Background: an optimization exercise with open tools, aiming at small area, a short achievable clock period and few clock cycles per item. Do not read the settings as production practice. RTL that was checked went through simulation tests only; none was proved equivalent to the original.

==> run a <==
==> flow/design.v (excerpt) <==
module md_exec_unit
(
    input  logic               clk,
    input  logic               reset,
    input  logic               req_valid,
    input  logic [3:0]         op,
    input  logic [63:0]        srca,
    input  logic [63:0]        srcb,
    input  logic               hold,
    input  logic               flush,
    output logic               exe_is_waiting,
    output logic               result_valid,
    output logic [63:0]        result
);
    localparam logic [3:0] MD_MUL    = 4'd0;
    localparam logic [3:0] MD_MULH   = 4'd1;
    localparam logic [3:0] MD_MULHSU = 4'd2;
    localparam logic [3:0] MD_MULHU  = 4'd3;
    localparam logic [3:0] MD_DIV    = 4'd4;
    localparam logic [3:0] MD_DIVU   = 4'd5;
    localparam logic [3:0] MD_REM    = 4'd6;
    localparam logic [3:0] MD_REMU   = 4'd7;
    localparam logic [3:0] MD_MULW   = 4'd8;
    localparam logic [3:0] MD_DIVW   = 4'd9;
    localparam logic [3:0] MD_DIVUW  = 4'd10;
    localparam logic [3:0] MD_REMW   = 4'd11;
    localparam logic [3:0] MD_REMUW  = 4'd12;
    logic s_aln, s_mul, s_div, s_res, s_fix, s_done;
    logic idle;
    logic [63:0] H;
    logic [64:0] L;
    logic [64:0] X;
    logic [5:0]  cnt;
    logic        cq;        
    logic [6:0]  lza_q, lzb_q;
    logic        f_mul, f_word, f_hi, f_neg, f_na, f_nb, f_swap, f_rem, f_qz, f_qo;
    logic        f_negx, f_negm;
    logic        c_mul, c_sel4, c_sel2, c_sel1, c_inv0, c_inv1, c_en1, c_cin, c_cin2;
    logic [1:0]  c_lo;
    assign idle = ~(s_aln | s_mul | s_div | s_res | s_fix | s_done);
    logic        is_md, word, is_mul, is_rem, sa, sb, hi_sel;
    logic [63:0] ea, eb, ia, ib;
    logic        na, nb, accept, swap, bz, dsmall, fast;
    logic [6:0]  lza, lzb;
    md_lzc64 u_lza (.v(ia), .lz(lza));
    md_lzc64 u_lzb (.v(ib), .lz(lzb));
    always_comb begin
        is_md = ~(op[3] & op[2] & (op[1] | op[0]));
        word  = op[3];
        is_mul = 1'b0; is_rem = 1'b0; sa = 1'b0; sb = 1'b0; hi_sel = 1'b0;
        case (op)
            MD_MUL:    begin is_mul = 1'b1; sa = 1'b1; sb = 1'b1; end
            MD_MULH:   begin is_mul = 1'b1; sa = 1'b1; sb = 1'b1; hi_sel = 1'b1; end
            MD_MULHSU: begin is_mul = 1'b1; sa = 1'b1; hi_sel = 1'b1; end
            MD_MULHU:  begin is_mul = 1'b1; hi_sel = 1'b1; end
  ...
export LEC_CHECK = 0
export CAP_MARGIN = 20
export CORE_MARGIN = 2
export CORE_UTILIZATION = 40
export SETUP_SLACK_MARGIN = 1.0
export SLEW_MARGIN = 20
create_clock -name core_clock -period 5.5 [get_ports {clk}]
run.sh (not shown) runs the stock make flow with config.mk's settings and CLKGATE_MAP_FILE= SYNTH_SCRIPT=/design/flow/synth_recipe.tcl, a recipe that flattens the netlist after the stock synthesis.
==> run b (differences from run a) <==
--- a/flow/design.v
+++ b/flow/design.v
@@ -56,26 +56,33 @@
     localparam logic [3:0] MD_REMUW  = 4'd12;
     logic s_aln, s_mul, s_div, s_res, s_fix, s_done;
     logic idle;
     logic [63:0] H;
     logic [64:0] L;
     logic [64:0] X;
     logic [5:0]  cnt;
     logic        cq;        
-    logic [6:0]  lza_q, lzb_q;
+    logic [7:0]  dd_q;
+    logic [5:0]  shm_q;
+    logic        k1_q;      
     logic        f_mul, f_word, f_hi, f_neg, f_na, f_nb, f_swap, f_rem, f_qz, f_qo;
     logic        f_negx, f_negm;
     logic        c_mul, c_sel4, c_sel2, c_sel1, c_inv0, c_inv1, c_en1, c_cin, c_cin2;
     logic [1:0]  c_lo;
     assign idle = ~(s_aln | s_mul | s_div | s_res | s_fix | s_done);
     logic        is_md, word, is_mul, is_rem, sa, sb, hi_sel;
     logic [63:0] ea, eb, ia, ib;
     logic        na, nb, accept, swap, bz, dsmall, fast;
+    logic [7:0]  nza, nzb;
+    logic [31:0] nz2a, nz2b;
     logic [6:0]  lza, lzb;
+    logic [7:0]  dd;
+    logic [6:0]  lzm;
+    logic [5:0]  shm;
     md_lzc64 u_lza (.v(ia), .lz(lza));
     md_lzc64 u_lzb (.v(ib), .lz(lzb));
     always_comb begin
         is_md = ~(op[3] & op[2] & (op[1] | op[0]));
         word  = op[3];
         is_mul = 1'b0; is_rem = 1'b0; sa = 1'b0; sb = 1'b0; hi_sel = 1'b0;
         case (op)
             MD_MUL:    begin is_mul = 1'b1; sa = 1'b1; sb = 1'b1; end
@@ -94,86 +101,95 @@
             default:   ;
         endcase
         ea = word ? {{32{sa & srca[31]}}, srca[31:0]} : srca;
         eb = word ? {{32{sb & srcb[31]}}, srcb[31:0]} : srcb;
         na = sa & ea[63];
         nb = sb & eb[63];
         ia = ea ^ {64{na}};
         ib = eb ^ {64{nb}};
-        swap = lza < lzb;
         bz    = (eb == 64'd0);
-        dsmall = ({1'b0, lzb} + {7'd0, na}) < {1'b0, lza};
+        for (int i = 0; i < 8; i++) begin
+            nza[i] = |ia[8*i +: 8];
+            nzb[i] = |ib[8*i +: 8];
+        end
+        swap = 1'b0;
+        for (int i = 0; i < 8; i++)
+            if (nza[i] && ((nzb >> i) == 8'd0)) swap = 1'b1;
+        for (int i = 0; i < 32; i++) begin
+            nz2a[i] = |ia[2*i +: 2];
+            nz2b[i] = |ib[2*i +: 2];
+        end
+        dsmall = 1'b0;
+        for (int i = 1; i < 32; i++)
+            if (nz2b[i] && ((nz2a >> (na ? i - 1 : i)) == 32'd0)) dsmall = 1'b1;
         fast  = ~is_mul & (bz | dsmall);
+        dd    = {1'b0, lzb} - {1'b0, lza} + {7'd0, na};
+        lzm   = swap ? lzb : lza;
+        shm   = (lzm >= 7'd62) ? 6'd62 : {lzm[5:1], 1'b0};
         accept = idle & req_valid & is_md & ~flush;
     end
     logic        last;
     logic [66:0] r0, r1, r2, cs_s;
     logic [67:0] cs_c;
     logic [66:0] sum;
     logic [63:0] inc_in, inc_add, inc_out;
     logic        q;
     always_comb begin
         last = (cnt == 6'd0);
         r0 = c_mul ? {1'b0, L[63:0], c_lo} : ({{2{L[64]}}, L} ^ {67{c_inv0}});
         r1 = ({1'b0, X[63:0], 2'b00} & {67{c_sel4}})
-           | ({2'b00, X[63:0], 1'b0} & {67{c_sel2}})
+           | ({2'b00, X[63:0], 1'b0} & {67{c_sel2}});
+        r2 = ({3'b000, X[63:0]} & {67{c_sel1}})
            | (({{2{X[64]}}, X} ^ {67{c_inv1}}) & {67{c_en1}});
-        r2 = {3'b000, X[63:0]} & {67{c_sel1}};
         cs_s = r0 ^ r1 ^ r2;
         cs_c = {(r0 & r1) | (r0 & r2) | (r1 & r2), c_cin2};
         sum  = cs_s + cs_c[66:0] + {66'd0, c_cin};
         q    = ~sum[64];
         inc_in  = s_fix ? ~H : H;
-        inc_add = s_fix ? {63'd0, ~f_mul | (L[63:0] == 64'd0)} : {61'd0, cq, 2'b00};
-        inc_out = inc_in + inc_add;
+        inc_add = s_fix ? 64'd1 : 64'd4;
+        inc_out = (s_fix ? (~f_mul | (L[63:0] == 64'd0)) : cq) ? (inc_in + inc_add) : inc_in;
     end
-    logic [6:0]  lzm;
-    logic [5:0]  shm, shd, sh;
-    logic [7:0]  dd;
+    logic [5:0]  shd, sh;
     logic [64:0] bin, bsh;
     always_comb begin
-        lzm = f_swap ? lzb_q : lza_q;
-        shm = (lzm >= 7'd62) ? 6'd62 : {lzm[5:1], 1'b0};
-        dd  = {1'b0, lzb_q} - {1'b0, lza_q} + {7'd0, f_na};
-        if (dd[6:0] > lzb_q)     shd = (lzb_q >= 7'd63) ? 6'd63 : lzb_q[5:0];
-        else if (dd[6])          shd = 6'd63;
-        else                     shd = dd[5:0];
-        sh  = f_mul ? shm : shd;
+        shd = dd_q[6] ? 6'd63 : dd_q[5:0];
+        sh  = f_mul ? shm_q : shd;
         bin = (f_mul & ~f_swap) ? {1'b0, H} : X;
         bsh = bin << sh;
     end
     logic mul_end, div_end, fix_need, res_need;
     logic n_aln, n_mul, n_div, n_res, n_fix, n_done;
     always_comb begin
         mul_end  = s_mul & last;
         div_end  = s_div & last;
         fix_need = f_rem ? (sum[64] | f_na) : f_neg;
         res_need = f_hi & sum[66];
         n_aln  = accept & ~fast;
         n_mul  = (s_aln & f_mul) | (s_mul & ~last);
-        n_div  = (s_aln & ~f_mul) | (s_div & ~last);
+        n_div  = (s_aln & ~f_mul & ~dd_q[7]) | (s_div & ~last);
         n_res  = mul_end & res_need;
         n_fix  = (mul_end & ~res_need & f_neg) | (s_res & f_neg) | (div_end & fix_need);
         n_done = (accept & fast)
+               | (s_aln & ~f_mul & dd_q[7])
                | (mul_end & ~res_need & ~f_neg)
                | (s_res & ~f_neg)
                | (div_end & ~fix_need)
                | s_fix
                | (s_done & hold);
         if (flush) begin
             n_aln = 1'b0; n_mul = 1'b0; n_div = 1'b0;
             n_res = 1'b0; n_fix = 1'b0; n_done = 1'b0;
         end
     end
     logic [2:0] dig_n;
     logic       ln;
     always_comb begin
         if (s_aln) begin
-            ln    = (lzm >= 7'd62) & f_negm;
+            ln    = k1_q & f_negm;
             dig_n = {1'b0, bsh[63:62]} + {2'b00, ln};
         end else begin
             ln    = (cnt == 6'd1) & f_negm;
             dig_n = {1'b0, H[61:60]} + {2'b00, ln};
         end
     end
     always_ff @(posedge clk) begin
         c_mul  <= n_mul;
@@ -211,18 +227,19 @@
             s_res <= n_res; s_fix <= n_fix; s_done <= n_done;
         end
     end
     always_ff @(posedge clk) begin
         if (accept) begin
             H       <= ia;
             L       <= {1'b0, ea};
             X       <= {nb & ~is_mul, is_mul ? ib : eb};
-            lza_q   <= lza;
-            lzb_q   <= lzb;
+            dd_q    <= dd;
+            shm_q   <= shm;
+            k1_q    <= (lzm >= 7'd62);
             f_mul   <= is_mul;
             f_word  <= word;
             f_hi    <= hi_sel;
             f_rem   <= is_rem;
             f_na    <= na;
             f_nb    <= nb;
             f_qz    <= ~is_mul & dsmall & ~bz;
             f_qo    <= ~is_mul & bz;
@@ -231,17 +248,19 @@
             f_negx  <= swap ? na : nb;
             f_neg   <= is_rem ? na : (na ^ nb);
         end else if (s_aln) begin
             if (f_mul) begin
                 H   <= bsh[63:0];
                 if (f_swap) X <= {1'b0, H};
                 L   <= '0;
                 cq  <= 1'b0;
-                cnt <= 6'd31 - {1'b0, shm[5:1]};
+                cnt <= 6'd31 - {1'b0, shm_q[5:1]};
+            end else if (dd_q[7]) begin
+                f_qz <= 1'b1;
             end else begin
                 X   <= bsh;
                 L   <= {1'b0, sum[63:0]};
                 H   <= '0;
                 cnt <= shd;
             end
         end else if (s_mul) begin
             H       <= {inc_out[61:0], sum[65:64]};
CORE_UTILIZATION = 48   (was 40)
SETUP_SLACK_MARGIN = 0.9   (was 1.0)
TNS_END_PERCENT = 5   (was unset)
==> run c (differences from run a) <==
--- a/flow/design.v
+++ b/flow/design.v
@@ -56,26 +56,32 @@
     localparam logic [3:0] MD_REMUW  = 4'd12;
     logic s_aln, s_mul, s_div, s_res, s_fix, s_done;
     logic idle;
     logic [63:0] H;
     logic [64:0] L;
     logic [64:0] X;
     logic [5:0]  cnt;
     logic        cq;        
-    logic [6:0]  lza_q, lzb_q;
+    logic [7:0]  dd_q;
+    logic [5:0]  shm_q;
+    logic        k1_q;      
     logic        f_mul, f_word, f_hi, f_neg, f_na, f_nb, f_swap, f_rem, f_qz, f_qo;
     logic        f_negx, f_negm;
     logic        c_mul, c_sel4, c_sel2, c_sel1, c_inv0, c_inv1, c_en1, c_cin, c_cin2;
     logic [1:0]  c_lo;
     assign idle = ~(s_aln | s_mul | s_div | s_res | s_fix | s_done);
     logic        is_md, word, is_mul, is_rem, sa, sb, hi_sel;
     logic [63:0] ea, eb, ia, ib;
     logic        na, nb, accept, swap, bz, dsmall, fast;
+    logic [7:0]  nza, nzb;
     logic [6:0]  lza, lzb;
+    logic [7:0]  dd;
+    logic [6:0]  lzm;
+    logic [5:0]  shm;
     md_lzc64 u_lza (.v(ia), .lz(lza));
     md_lzc64 u_lzb (.v(ib), .lz(lzb));
     always_comb begin
         is_md = ~(op[3] & op[2] & (op[1] | op[0]));
         word  = op[3];
         is_mul = 1'b0; is_rem = 1'b0; sa = 1'b0; sb = 1'b0; hi_sel = 1'b0;
         case (op)
             MD_MUL:    begin is_mul = 1'b1; sa = 1'b1; sb = 1'b1; end
@@ -94,86 +100,91 @@
             default:   ;
         endcase
         ea = word ? {{32{sa & srca[31]}}, srca[31:0]} : srca;
         eb = word ? {{32{sb & srcb[31]}}, srcb[31:0]} : srcb;
         na = sa & ea[63];
         nb = sb & eb[63];
         ia = ea ^ {64{na}};
         ib = eb ^ {64{nb}};
-        swap = lza < lzb;
         bz    = (eb == 64'd0);
-        dsmall = ({1'b0, lzb} + {7'd0, na}) < {1'b0, lza};
+        for (int i = 0; i < 8; i++) begin
+            nza[i] = |ia[8*i +: 8];
+            nzb[i] = |ib[8*i +: 8];
+        end
+        swap = 1'b0;
+        for (int i = 0; i < 8; i++)
+            if (nza[i] && ((nzb >> i) == 8'd0)) swap = 1'b1;
+        dsmall = 1'b0;
+        for (int i = 1; i < 8; i++)
+            if (nzb[i] && ((nza >> (na ? i - 1 : i)) == 8'd0)) dsmall = 1'b1;
         fast  = ~is_mul & (bz | dsmall);
+        dd    = {1'b0, lzb} - {1'b0, lza} + {7'd0, na};
+        lzm   = swap ? lzb : lza;
+        shm   = (lzm >= 7'd62) ? 6'd62 : {lzm[5:1], 1'b0};
         accept = idle & req_valid & is_md & ~flush;
     end
     logic        last;
     logic [66:0] r0, r1, r2, cs_s;
     logic [67:0] cs_c;
     logic [66:0] sum;
     logic [63:0] inc_in, inc_add, inc_out;
     logic        q;
     always_comb begin
         last = (cnt == 6'd0);
         r0 = c_mul ? {1'b0, L[63:0], c_lo} : ({{2{L[64]}}, L} ^ {67{c_inv0}});
         r1 = ({1'b0, X[63:0], 2'b00} & {67{c_sel4}})
-           | ({2'b00, X[63:0], 1'b0} & {67{c_sel2}})
+           | ({2'b00, X[63:0], 1'b0} & {67{c_sel2}});
+        r2 = ({3'b000, X[63:0]} & {67{c_sel1}})
            | (({{2{X[64]}}, X} ^ {67{c_inv1}}) & {67{c_en1}});
-        r2 = {3'b000, X[63:0]} & {67{c_sel1}};
         cs_s = r0 ^ r1 ^ r2;
         cs_c = {(r0 & r1) | (r0 & r2) | (r1 & r2), c_cin2};
         sum  = cs_s + cs_c[66:0] + {66'd0, c_cin};
         q    = ~sum[64];
         inc_in  = s_fix ? ~H : H;
-        inc_add = s_fix ? {63'd0, ~f_mul | (L[63:0] == 64'd0)} : {61'd0, cq, 2'b00};
-        inc_out = inc_in + inc_add;
+        inc_add = s_fix ? 64'd1 : 64'd4;
+        inc_out = (s_fix ? (~f_mul | (L[63:0] == 64'd0)) : cq) ? (inc_in + inc_add) : inc_in;
     end
-    logic [6:0]  lzm;
-    logic [5:0]  shm, shd, sh;
-    logic [7:0]  dd;
+    logic [5:0]  shd, sh;
     logic [64:0] bin, bsh;
     always_comb begin
-        lzm = f_swap ? lzb_q : lza_q;
-        shm = (lzm >= 7'd62) ? 6'd62 : {lzm[5:1], 1'b0};
-        dd  = {1'b0, lzb_q} - {1'b0, lza_q} + {7'd0, f_na};
-        if (dd[6:0] > lzb_q)     shd = (lzb_q >= 7'd63) ? 6'd63 : lzb_q[5:0];
-        else if (dd[6])          shd = 6'd63;
-        else                     shd = dd[5:0];
-        sh  = f_mul ? shm : shd;
+        shd = dd_q[6] ? 6'd63 : dd_q[5:0];
+        sh  = f_mul ? shm_q : shd;
         bin = (f_mul & ~f_swap) ? {1'b0, H} : X;
         bsh = bin << sh;
     end
     logic mul_end, div_end, fix_need, res_need;
     logic n_aln, n_mul, n_div, n_res, n_fix, n_done;
     always_comb begin
         mul_end  = s_mul & last;
         div_end  = s_div & last;
         fix_need = f_rem ? (sum[64] | f_na) : f_neg;
         res_need = f_hi & sum[66];
         n_aln  = accept & ~fast;
         n_mul  = (s_aln & f_mul) | (s_mul & ~last);
-        n_div  = (s_aln & ~f_mul) | (s_div & ~last);
+        n_div  = (s_aln & ~f_mul & ~dd_q[7]) | (s_div & ~last);
         n_res  = mul_end & res_need;
         n_fix  = (mul_end & ~res_need & f_neg) | (s_res & f_neg) | (div_end & fix_need);
         n_done = (accept & fast)
+               | (s_aln & ~f_mul & dd_q[7])
                | (mul_end & ~res_need & ~f_neg)
                | (s_res & ~f_neg)
                | (div_end & ~fix_need)
                | s_fix
                | (s_done & hold);
         if (flush) begin
             n_aln = 1'b0; n_mul = 1'b0; n_div = 1'b0;
             n_res = 1'b0; n_fix = 1'b0; n_done = 1'b0;
         end
     end
     logic [2:0] dig_n;
     logic       ln;
     always_comb begin
         if (s_aln) begin
-            ln    = (lzm >= 7'd62) & f_negm;
+            ln    = k1_q & f_negm;
             dig_n = {1'b0, bsh[63:62]} + {2'b00, ln};
         end else begin
             ln    = (cnt == 6'd1) & f_negm;
             dig_n = {1'b0, H[61:60]} + {2'b00, ln};
         end
     end
     always_ff @(posedge clk) begin
         c_mul  <= n_mul;
@@ -211,18 +222,19 @@
             s_res <= n_res; s_fix <= n_fix; s_done <= n_done;
         end
     end
     always_ff @(posedge clk) begin
         if (accept) begin
             H       <= ia;
             L       <= {1'b0, ea};
             X       <= {nb & ~is_mul, is_mul ? ib : eb};
-            lza_q   <= lza;
-            lzb_q   <= lzb;
+            dd_q    <= dd;
+            shm_q   <= shm;
+            k1_q    <= (lzm >= 7'd62);
             f_mul   <= is_mul;
             f_word  <= word;
             f_hi    <= hi_sel;
             f_rem   <= is_rem;
             f_na    <= na;
             f_nb    <= nb;
             f_qz    <= ~is_mul & dsmall & ~bz;
             f_qo    <= ~is_mul & bz;
@@ -231,17 +243,19 @@
             f_negx  <= swap ? na : nb;
             f_neg   <= is_rem ? na : (na ^ nb);
         end else if (s_aln) begin
             if (f_mul) begin
                 H   <= bsh[63:0];
                 if (f_swap) X <= {1'b0, H};
                 L   <= '0;
                 cq  <= 1'b0;
-                cnt <= 6'd31 - {1'b0, shm[5:1]};
+                cnt <= 6'd31 - {1'b0, shm_q[5:1]};
+            end else if (dd_q[7]) begin
+                f_qz <= 1'b1;
             end else begin
                 X   <= bsh;
                 L   <= {1'b0, sum[63:0]};
                 H   <= '0;
                 cnt <= shd;
             end
         end else if (s_mul) begin
             H       <= {inc_out[61:0], sum[65:64]};
CORE_UTILIZATION = 48   (was 40)
SETUP_SLACK_MARGIN = 0.5   (was 1.0)
TNS_END_PERCENT = 5   (was unset)
==> impl_metrics.env <==
export IMPL_status="complete, but fails checks"
export IMPL_failed_checks="setup timing"
export IMPL_sequentialPower_mw=3.68
export IMPL_critical_path_reg2reg_startpoint="lza_q[0]"
export IMPL_worst_pin_slew_ps=1300
export IMPL_report_final_setup_viol=118
export IMPL_number_of_antenna_violations_at_the_first_check_in_global_routing=13
export IMPL_worst_ir_drop_vdd_v=0.000360
export IMPL_final_setup_worst_slack_ps=-431
export IMPL_die_y_um=306
The numbers above come from run a.

==> impl_metrics.env <==
export IMPL_status="timing/DRC/antenna clean"
export IMPL_reg_top3="L (65), X (65), H (64)"
export IMPL_die_y_um=281
export IMPL_number_of_antenna_violations_at_the_first_check_in_global_routing=17
export IMPL_worst_pin_slew_ps=1240
export IMPL_critical_path_reg2reg_startpoint="c_inv0"
export IMPL_report_final_setup_viol=0
export IMPL_report_power_total_mw=13.1
export IMPL_sequentialPower_mw=3.44
The numbers above come from run b.

==> impl_metrics.env <==
export IMPL_status="timing/DRC/antenna clean"
export IMPL_final_setup_worst_slack_ps=369
export IMPL_sequentialPower_mw=3.44
export IMPL_worst_pin_slew_ps=1100
export IMPL_yosysTopAreaCell="edfxtp_1"
export IMPL_number_of_antenna_violations_at_the_first_check_in_global_routing=8
export IMPL_critical_path_reg2reg_startpoint="c_inv1"
export IMPL_worst_ir_drop_vdd_v=0.000241
The numbers above come from run c.

Testbench counts of run b, summed over its fixed seeds: cycles 29,394, ops 2,400.
Testbench counts of run c, summed over its fixed seeds: cycles 29,554, ops 2,400.
No functional check of the RTL was part of run a.

re-timing with driven ports:
Ports are ideal in the flow. The routed layouts listed here were re-timed in OpenROAD.
Step 1: set_driving_cell puts a clkbuf_16 on clk and a buf_2 on each other input, an assumption about the parent block.
Step 2, shift: input delay + t, output delay - t, t = (earliest + latest rising clock arrival at the registers) / 2. This alone moves slack from input paths to output paths.
Slacks: no drivers / after step 1 / after step 2; pairs: no drivers / after step 1.
| run | shift t [ns] | slack for setup (ns) | worst setup path at the end | worst register clock-pin slew, ns | pins driven straight from the clock port |
|---|---|---|---|---|---|
| run a | 0.649 | -0.431 / -0.431 / -0.431 | register to register | 0.07 / 0.07 | 1 |
| run b | 0.724 | 0.449 / 0.367 / 0.071 | input to register | 0.07 / 0.07 | 1 |
| run c | 0.637 | 0.369 / 0.369 / 0.039 | input to register | 0.07 / 0.07 | 1 |
For run b, which loses most, drivers alone change the setup slack by -0.082 ns; drivers and shift together by -0.378 ns.
